Background: an optimization exercise with open tools, aiming at small area. Do not read the settings as production practice.
Where RTL was checked, it was by simulation tests only, not by an equivalence proof against the original.
Power is estimated from default activity; no workload was simulated.

v6:
==> flow/design.v (excerpt) <==
module cam_if_top (
    input  logic                   s_cam_clk_dft,
    input  logic                   rstn_i,
    input  logic                   cfg_valid_i,
    input  logic                   cfg_rwn_i,
    input  cam_cfg_pkg::cfg_addr_e cfg_addr_i,
    input  cam_cfg_pkg::cfg_word_t cfg_data_i,
    output cam_cfg_pkg::cfg_word_t cfg_data_o,
    output logic                   cfg_ready_o,
    input  cam_pix_pkg::pix_byte_t cam_data_i,
    input  logic                   cam_hsync_i,
    input  logic                   cam_vsync_i,
    output cam_pix_pkg::out_word_t data_o,
    output logic                   data_valid_o,
    input  logic                   data_ready_i,
    output logic                   frame_evt_o
);
clock: 8.0 ns
lec_check: 0
abc_area: 1
cap_margin: 20
core_margin: 2
core_utilization: 60
cts_cluster_diameter: 100
cts_cluster_size: 24
slew_margin: 20
run.sh (not shown) runs the stock make flow with config.mk's settings and CLKGATE_MAP_FILE= SYNTH_SCRIPT=/design/flow/synth_recipe.tcl, a recipe that flattens the netlist after the stock synthesis.
v6 completed every stage of the flow, and the final layout passed the timing, DRC and antenna checks.
diff inputs: v6 => v7
diff --git a/flow/design.v b/flow/design.v
--- a/flow/design.v
+++ b/flow/design.v
@@ -641,85 +641,82 @@
     logic s_row_ge, s_row_le, s_col_ge, s_col_le;
     cam_ge16 i_row_ge (.a(r_row),       .b(r_ll[31:16]), .ge(s_row_ge));
     cam_ge16 i_row_le (.a(r_ur[31:16]), .b(r_row),       .ge(s_row_le));
     cam_ge16 i_col_ge (.a(r_col),       .b(r_ll[15:0]),  .ge(s_col_ge));
     cam_ge16 i_col_le (.a(r_ur[15:0]),  .b(r_col),       .ge(s_col_le));
     assign s_in_window = !r_glob[7] || (s_row_ge && s_row_le && s_col_ge && s_col_le);
     assign s_pair_valid = s_second && (r_framecnt == '0) && s_in_window;
     logic [14:0] r_px;
     logic        r_rgbv, r_bypv, r_filtv, r_wv;
     logic [7:0]  s_m, s_l;
-    logic [1:0]  s_f;
+    logic [2:0]  s_f;         
     logic [4:0]  s_r5, s_b5;
     logic [5:0]  s_g6;
     logic [14:0] s_sum;
     logic [16:0] s_full_sum;
     logic [15:0] s_filt_word, s_byp_word, s_wdata;
     logic [3:0]  s_shift;
     assign s_m = r_data_msb;
     assign s_l = r_px[7:0];
-    assign s_f = r_px[9:8];
+    assign s_f = r_px[10:8];
     always_comb begin
         s_r5 = '0;
         s_g6 = '0;
         s_b5 = '0;
-        case (s_f)
-            2'd0: begin
-                s_r5 = s_m[7:3];
-                s_g6 = {s_m[2:0], s_l[7:5]};
-                s_b5 = s_l[4:0];
-            end
-            2'd1: begin
-                s_r5 = s_m[6:2];
-                s_g6 = {s_m[1:0], s_l[7:5], 1'b0};
-                s_b5 = s_l[4:0];
-            end
-            2'd2: begin
-                s_r5 = {s_m[3:0], 1'b0};
-                s_g6 = {s_l[7:4], 2'b00};
-                s_b5 = {s_l[3:0], 1'b0};
-            end
-            default: ;
-        endcase
+        if (s_f[0]) begin
+            s_r5 = s_m[7:3];
+            s_g6 = {s_m[2:0], s_l[7:5]};
+            s_b5 = s_l[4:0];
+        end
+        if (s_f[1]) begin
+            s_r5 = s_m[6:2];
+            s_g6 = {s_m[1:0], s_l[7:5], 1'b0};
+            s_b5 = s_l[4:0];
+        end
+        if (s_f[2]) begin
+            s_r5 = {s_m[3:0], 1'b0};
+            s_g6 = {s_l[7:4], 2'b00};
+            s_b5 = {s_l[3:0], 1'b0};
+        end
     end
     cam_filt_sum i_filt_sum (
         .s_r5  ( s_r5            ),
         .s_b5  ( s_b5            ),
         .s_g6  ( s_g6            ),
         .cr    ( r_filter[23:16] ),
         .cg    ( r_filter[15:8]  ),
         .cb    ( r_filter[7:0]   ),
         .s_sum ( s_sum           )
     );
     always_ff @(posedge s_cam_clk_dft) begin
         if (s_pair_valid)
-            r_px <= {5'b0, r_glob[9:8], cam_data_i};
+            r_px <= {4'b0, r_glob[9:8] == 2'd2, r_glob[9:8] == 2'd1, r_glob[9:8] == 2'd0, cam_data_i};
         else
             r_px <= s_sum;
     end
     always_ff @(posedge s_cam_clk_dft or negedge rstn_i) begin
         if (!rstn_i) begin
             r_rgbv  <= 1'b0;
             r_bypv  <= 1'b0;
             r_filtv <= 1'b0;
             r_wv    <= 1'b0;
         end else begin
             r_rgbv  <= s_pair_valid & ~r_glob[10];
             r_bypv  <= s_pair_valid & r_glob[10];
             r_filtv <= r_rgbv;
             r_wv    <= r_filtv | r_bypv;
         end
     end
     assign s_shift     = r_glob[14:11];
     assign s_full_sum  = {r_px, 2'b00};
     assign s_filt_word = (s_shift > 4'd9) ? s_full_sum[15:0] : 16'(s_full_sum >> s_shift);
-    assign s_byp_word  = (s_f == 2'd1) ? {s_l, s_m} : {s_m, s_l};
+    assign s_byp_word  = s_f[1] ? {s_l, s_m} : {s_m, s_l};
     assign s_wdata     = r_filtv ? s_filt_word : s_byp_word;
     logic [15:0] mem [4];
     logic [1:0]  r_wr_ptr, r_rd_ptr;
     logic [2:0]  r_count;
     logic        s_full, s_push, s_pop;
     logic [1:0]  s_wr_ptr_n;
     logic [2:0]  s_count_n;
     logic        r_inc_d, r_clr_d;
     assign s_full       = r_count[2];
     assign s_push       = r_wv & ~s_full;
--- outcome ---
- v7 | status: complete | timing, DRC, antenna: pass
- Between v6 and v7, sequential area share after synthesis is higher for v7, v6 comes in under that.
- Per the comparison of v7 with v6, cell area down 230 um^2; net switching power down about 30%.
- As of v7, non-clock buffer count had fallen slightly compared to v6.
- Post-synthesis simple-gate area fraction: v6 vs v7, no meaningful difference
- v7 ends up with higher minimum period implied by the final worst setup slack than v6 does.
- Summary: first-pass GRT wire length, v7 better than v6
- On wire length, v6 and v7 are neck and neck.
- Against v6 as the reference, v7 delivers a lower power.
Function not checked in v6: the RTL went through the layout flow alone.

separate check: timing with driven ports:
No port has a modelled driver above. Below, the same layouts with a new extraction and two added sets of constraints.
Step 1: set_driving_cell puts a clkbuf_16 on s_cam_clk_dft and a buf_2 on each other input, an assumption about the parent block.
Step 2, shift: input delay + t, output delay - t, t = (earliest + latest rising clock arrival at the registers) / 2. This alone moves slack from input paths to output paths.
a / b / c = ideal ports / drivers / drivers and shift; a / b = the first two.
run	t (ns)	slack for setup (ns)	worst hold slack (ns)
v6	0.587	1.033 / 1.033 / 1.033	0.386 / 0.386 / 0.386
v7	0.580	0.963 / 0.963 / 0.963	0.357 / 0.357 / 0.357
After both steps every run listed still meets setup and hold.
